Background: an optimization exercise with open tools, aiming at small area. Do not read the settings as production practice. In this exercise RTL edits were held to simulation tests only and were not proved equivalent to the original. No activity file was given, so power comes from the tool's default toggle rates.

Setup of pepper:
Design gauss_filter_top, start of the top module:
module gauss_filter_top
(
  input  logic   clk,
  input  logic   rst,
  input  gauss_pkg::pixel_t pa,
  input  gauss_pkg::pixel_t pb,
  input  gauss_pkg::pixel_t pc,
  input  gauss_pkg::pixel_t pd,
  input  gauss_pkg::pixel_t pe,
  output gauss_pkg::pixel_t p_out
);
Settings: LEC_CHECK=0, CAP_MARGIN=20, CORE_MARGIN=2, CORE_UTILIZATION=70, CTS_BUF_LIST=sky130_fd_sc_hd__clkbuf_4, CTS_CLUSTER_DIAMETER=50, CTS_CLUSTER_SIZE=10, GPL_TIMING_DRIVEN=0, PLACE_DENSITY=0.8, SLEW_MARGIN=20, SYNTH_HIERARCHICAL=1; clock period 5.0 ns.
standard.sh (not shown) runs the stock make flow with config.mk's settings and CLKGATE_MAP_FILE= SYNTH_SCRIPT=/design/flow/synth_recipe.tcl, a recipe that flattens the netlist after the stock synthesis.
==> flow/flow/run.sh <==
#!/bin/bash
cp standard.sh standard_copy.txt
export BUFFER_PORTS_ARGS="-buffer_cell sky130_fd_sc_hd__buf_1"
bash standard.sh finish > standard_flow.log 2>&1
Input-level comparison between harbor and pepper:
- CTS_CLUSTER_SIZE: 10 -> 12
- CTS_BUF_LIST: sky130_fd_sc_hd__clkbuf_4 -> sky130_fd_sc_hd__clkbuf_4 sky130_fd_sc_hd__clkbuf_8
### Flow results
harbor ends up with a power that is 1.9% higher than in pepper. pepper -> harbor: buffer share of cell area flat. Delta (harbor minus pepper): final estimated routing congestion in global placement level, flip-flop and latch area flat. Core utilization: harbor higher than pepper. Compared harbor vs pepper, and summed area of non-filler cells in the final layout is up in harbor. Compared with pepper, harbor shows a first-iteration DRC count that is about 28% lower. [compare] base=pepper new=harbor: number of global-route vias before repair down 1.8%; required time of the critical path decreased by 80 ps relative to the old numbers; largest stage delay on the critical path moved up; worst setup slack decreased by 14 ps relative to the old numbers.
Changes in violet relative to harbor:
- a change of CTS_BUF_LIST from sky130_fd_sc_hd__clkbuf_4 sky130_fd_sc_hd__clkbuf_8 to sky130_fd_sc_hd__clkbuf_8
- a change of CTS_CLUSTER_SIZE from 12 to 16
- a change of CTS_CLUSTER_DIAMETER from 50 to 60
--- a/flow/flow/run.sh
+++ b/flow/flow/run.sh
@@ -3,2 +3,3 @@
 export BUFFER_PORTS_ARGS="-buffer_cell sky130_fd_sc_hd__buf_1"
+export CTS_ARGS="-sink_clustering_enable -repair_clock_nets -dont_use_dummy_load -buf_list sky130_fd_sc_hd__clkbuf_8 -sink_clustering_size 16 -sink_clustering_max_diameter 60"
 bash standard.sh finish > standard_flow.log 2>&1
==> run summary <==
- violet ends up with lower power share of the clock group than harbor does.
- harbor vs violet, end point of the critical path: r3p[11] vs r4p[12]
- Relative to harbor, the wire length of the first global-routing pass measured on violet has decreased slightly.
- [compare] base=harbor new=violet: total vias in the final route decreased by 27 relative to the old numbers, clock period minus final worst setup slack fell by 19 ps, critical path depth roughly the same.

---

== run A ==
gauss_filter_top, a different RTL version from the one above (not shown whole).
Size in the first run: roughly 780 cells after synthesis, about 310 flip-flops, roughly 50 I/O pins.
export LEC_CHECK = 0
export CAP_MARGIN = 20
export CORE_MARGIN = 2
export CORE_UTILIZATION = 70
export CTS_BUF_LIST = sky130_fd_sc_hd__clkbuf_8
export CTS_CLUSTER_DIAMETER = 60
export CTS_CLUSTER_SIZE = 16
export GPL_TIMING_DRIVEN = 0
export PLACE_DENSITY = 0.8
export SLEW_MARGIN = 20
export SYNTH_HIERARCHICAL = 1
create_clock -name core_clock -period 5.0 [get_ports {clk}]
run.sh (not shown) runs the stock make flow with config.mk's settings and CLKGATE_MAP_FILE= SYNTH_SCRIPT=/design/flow/synth_recipe.tcl, a recipe that flattens the netlist after the stock synthesis.
Stock flow here: none of the scripts above is used.
Setup changes, run A to run B
==> flow/flow/run.sh (new file) <==
#!/bin/bash
cp standard.sh standard_copy.txt
export BUFFER_PORTS_ARGS="-buffer_cell sky130_fd_sc_hd__buf_1"
export CTS_ARGS="-sink_clustering_enable -repair_clock_nets -dont_use_dummy_load -buf_list sky130_fd_sc_hd__clkbuf_8 -sink_clustering_size 16 -sink_clustering_max_diameter 60"
bash standard.sh finish > standard_flow.log 2>&1
==> flow/standard.sh (new file) <==
#!/bin/bash
# synth_recipe.tcl (not shown) runs the flow's synth.tcl, then flattens the netlist and writes it again
# the make line also repeats each setting of config.mk as NAME=value (left out here)
make -C /OpenROAD-flow-scripts/flow DESIGN_CONFIG=/design/flow/config.mk WORK_HOME=/design/flow/orfs CLKGATE_MAP_FILE= SYNTH_SCRIPT=/design/flow/synth_recipe.tcl "${@:-finish}"
removed: flow/run.sh
==> run summary <==
On run B: worst hold slack is 0.017 ns lower than what run A gave.
Compared with run A, run B shows a lower final design area excluding fillers.
Summary of run B over run A: overall power of the completed layout saw a decrease, final worst-path cycle share saw little to no change, footprint of the multi-input gates saw little to no change, layout-stage area growth over the synthesis result saw a decrease.
Run A and run B ended up with nearly the same maximum clock frequency.
Run B vs. run A: maximum clock skew at final layout went up by 0.042 ns.
Fraction of area in multi-input gates: run B > run A
For run A, the cell with the largest stage delay on the worst path was sky130_fd_sc_hd__fa_1, unlike run B, where it was sky130_fd_sc_hd__dfxtp_2.
Area of placed instances, run A and run B: higher on run A
Input-level comparison between run C and run B:
-- flow/config.mk --
<<< run B, line 12
export CTS_CLUSTER_DIAMETER = 60
export CTS_CLUSTER_SIZE = 16
export GPL_TIMING_DRIVEN = 0
export PLACE_DENSITY = 0.8
>>> run C, line 12
export CTS_CLUSTER_DIAMETER = 60
export CTS_CLUSTER_SIZE = 16
export GPL_ROUTABILITY_DRIVEN = 0
export GPL_TIMING_DRIVEN = 0
export PLACE_DENSITY = 0.8
## What came out
On starting utilization of the core area, run B and run C are neck and neck.
Comparing run B against run C, there is no change at all in fmax.
Run C against run B: latest clock arrival within the worst-skew pair neither gained nor lost much, via count neither gained nor lost much, number of clock buffers in the layout neither gained nor lost much.
~same worst stage delay on the critical path in run B and run C
Re area added between synthesis and finish: no difference whatsoever between run B and run C.
Status: final standard cell area without fillers parity (run C, run B)
Re wire length: no difference whatsoever between run B and run C.
On number of placed cells counting well taps, run B and run C are neck and neck.
Inputs modified between run C and run D:
==> flow/config.mk <==
export PLATFORM = sky130hd
export DESIGN_NAME = gauss_filter_top
export DESIGN_NICKNAME = gauss_filter_top
export VERILOG_FILES = /design/flow/design.v
export SDC_FILE = /design/flow/constraint.sdc
export NUM_CORES = 4
export LEC_CHECK = 0
export CAP_MARGIN = 20
export CORE_MARGIN = 2
export CORE_UTILIZATION = 80
export CTS_BUF_LIST = sky130_fd_sc_hd__clkbuf_8
export CTS_CLUSTER_DIAMETER = 60
export CTS_CLUSTER_SIZE = 16
export GPL_TIMING_DRIVEN = 0
export PLACE_DENSITY = 0.85
export SLEW_MARGIN = 20
export SYNTH_HIERARCHICAL = 1
--- outcome ---
Run D vs run C: worst hold slack up in run D
In run D the final cell utilization of the core turned out 10 points higher than in run C.
Run D: sum of routed wire segments on met1 is 3.7% higher than what run C reported.
In run D relative to run C, total via count in the routed design had gone up by a few percent.
Run D vs. run C: total wire length now sits higher; relative area change from synthesis to final layout now sits lower; share of power burned in combinational logic now sits higher; non-clock buffer count now sits higher; design area now sits at about the same level.
| top fanout value on the critical path | run D vs run C | 1 lower |

---

== v2 ==
RTL: one of the versions met above, not the one the previous note started from.
Size in the first run: about 790 cells after synthesis, about 310 flip-flops, about 12000 um^2 of cells after synthesis.
==> flow/config.mk <==
export PLATFORM = sky130hd
export DESIGN_NAME = gauss_filter_top
export DESIGN_NICKNAME = gauss_filter_top
export VERILOG_FILES = /design/flow/design.v
export SDC_FILE = /design/flow/constraint.sdc
export NUM_CORES = 4
export LEC_CHECK = 0
export CAP_MARGIN = 20
export CORE_MARGIN = 2
export CORE_UTILIZATION = 70
export CTS_BUF_LIST = sky130_fd_sc_hd__clkbuf_8
export CTS_CLUSTER_DIAMETER = 60
export CTS_CLUSTER_SIZE = 16
export GPL_TIMING_DRIVEN = 0
export PLACE_DENSITY = 0.8
export SLEW_MARGIN = 20
export SYNTH_HIERARCHICAL = 1
==> flow/constraint.sdc <==
create_clock -name core_clock -period 5.0 [get_ports {clk}]
set_input_delay 1.0000 -clock core_clock [delete_from_list [all_inputs] [get_ports {clk}]]
set_output_delay 1.0000 -clock core_clock [all_outputs]
set_load 0.01 [all_outputs]
standard.sh (not shown) runs the stock make flow with config.mk's settings and CLKGATE_MAP_FILE= SYNTH_SCRIPT=/design/flow/synth_recipe.tcl, a recipe that flattens the netlist after the stock synthesis.
==> flow/flow/run.sh <==
#!/bin/bash
cp standard.sh standard_copy.txt
export BUFFER_PORTS_ARGS="-buffer_cell sky130_fd_sc_hd__buf_1"
bash standard.sh finish > standard_flow.log 2>&1
v2 finished end to end and its layout was clean on timing, DRC and antenna.
What v3 does differently from v2 at the input level:
==> flow/run.sh (new file) <==
#!/bin/bash
# synth_recipe.tcl (not shown) runs the flow's synth.tcl, then flattens the netlist and writes it again
# the make line also repeats each setting of config.mk as NAME=value (left out here)
make -C /OpenROAD-flow-scripts/flow DESIGN_CONFIG=/design/flow/config.mk WORK_HOME=/design/flow/orfs CLKGATE_MAP_FILE= SYNTH_SCRIPT=/design/flow/synth_recipe.tcl finish
removed: flow/flow/run.sh
removed: flow/standard.sh
Notes after the runs:
- Summary of v3 over v2: wire length reported by the detailed router flat; clock period minus worst slack up 0.024 ns; worst-case setup margin in the final layout down 0.024 ns; number of global-route vias before repair down 3.0%; number of cells traversed by the worst register-to-register path flat.
- Compared with v2, in v3 fmax lower, fraction of area in clock buffers and inverters about even.
#### Input delta (v36 over v3)
==> flow/flow/run.sh (new file) <==
#!/bin/bash
cp standard.sh standard_copy.txt
export BUFFER_PORTS_ARGS="-buffer_cell sky130_fd_sc_hd__buf_1"
bash standard.sh finish > standard_flow.log 2>&1
==> flow/standard.sh (new file) <==
#!/bin/bash
# synth_recipe.tcl (not shown) runs the flow's synth.tcl, then flattens the netlist and writes it again
# the make line also repeats each setting of config.mk as NAME=value (left out here)
make -C /OpenROAD-flow-scripts/flow DESIGN_CONFIG=/design/flow/config.mk WORK_HOME=/design/flow/orfs CLKGATE_MAP_FILE= SYNTH_SCRIPT=/design/flow/synth_recipe.tcl "${@:-finish}"
-- flow/config.mk --
<<< v3, line 10
export CORE_UTILIZATION = 70
export CTS_BUF_LIST = sky130_fd_sc_hd__clkbuf_8
export CTS_CLUSTER_DIAMETER = 60
export CTS_CLUSTER_SIZE = 16
export GPL_TIMING_DRIVEN = 0
export PLACE_DENSITY = 0.8
>>> v36, line 10
export CORE_UTILIZATION = 70
export CTS_BUF_LIST = sky130_fd_sc_hd__clkbuf_8
export CTS_CLUSTER_DIAMETER = 70
export CTS_CLUSTER_SIZE = 20
export GPL_TIMING_DRIVEN = 0
export PLACE_DENSITY = 0.8
removed: flow/run.sh
--- outcome ---
Highest achievable clock rate essentially unchanged between v36 and v3. In the tables for v36 and v3, global-route usage reads lower with v3. Comparing v36 with v3, the count of pins on the block boundary came out essentially unchanged. Summary of the comparison: final worst-path setup slack is higher in v36, relative to v3.

## re-timing with driven ports
The flow's constraints put no driver on any port. The routed layouts listed below were extracted and timed again, unchanged, in two steps. Step 1 (the two cells are an assumption about what drives the block):
set clk [get_ports {clk}]
set_driving_cell -lib_cell sky130_fd_sc_hd__clkbuf_16 $clk
set_driving_cell -lib_cell sky130_fd_sc_hd__buf_2 [delete_from_list [all_inputs] $clk]
Step 2 adds t to the input delays and takes it off the output delays; t is the mean of the earliest and latest rising clock arrival at the registers after step 1. Input paths then give back, and output paths get back, about the clock's delay inside the block. Three values: ideal, step 1, step 2; two values: the first two.
| run | t, ns | setup WS [ns] | hold slack, ns | slew at the worst register clock pin (ns) | cell pins on the clock port's net |
|---|---|---|---|---|---|
| pepper | 0.669 | 0.164 / 0.164 / 0.077 | 0.288 / 0.288 / 0.288 | 0.11 / 0.11 | 1 |
| harbor | 0.621 | 0.150 / 0.150 / 0.063 | 0.307 / 0.307 / 0.307 | 0.08 / 0.08 | 1 |
| violet | 0.561 | 0.169 / 0.169 / 0.059 | 0.327 / 0.327 / 0.327 | 0.11 / 0.11 | 1 |
| run A | 0.585 | 0.171 / 0.171 / -0.194 | 0.325 / 0.325 / 0.325 | 0.10 / 0.10 | 1 |
| run B | 0.566 | 0.172 / 0.172 / 0.103 | 0.308 / 0.308 / 0.308 | 0.11 / 0.11 | 1 |
| run C | 0.566 | 0.172 / 0.172 / 0.103 | 0.308 / 0.308 / 0.308 | 0.11 / 0.11 | 1 |
| run D | 0.548 | 0.130 / 0.130 / 0.073 | 0.324 / 0.324 / 0.324 | 0.11 / 0.11 | 1 |
| v2 | 0.579 | 0.164 / 0.164 / 0.076 | 0.327 / 0.327 / 0.327 | 0.11 / 0.11 | 1 |
| v3 | 0.577 | 0.140 / 0.140 / -0.215 | 0.318 / 0.318 / 0.318 | 0.10 / 0.10 | 1 |
| v36 | 0.561 | 0.152 / 0.152 / 0.070 | 0.323 / 0.323 / 0.323 | 0.13 / 0.13 | 1 |
With both steps, setup timing fails in run A and v3, where it was met with ideal ports. The setup slack of run A, which loses most, moves by 0.000 ns with the drivers and by -0.365 ns with both steps.
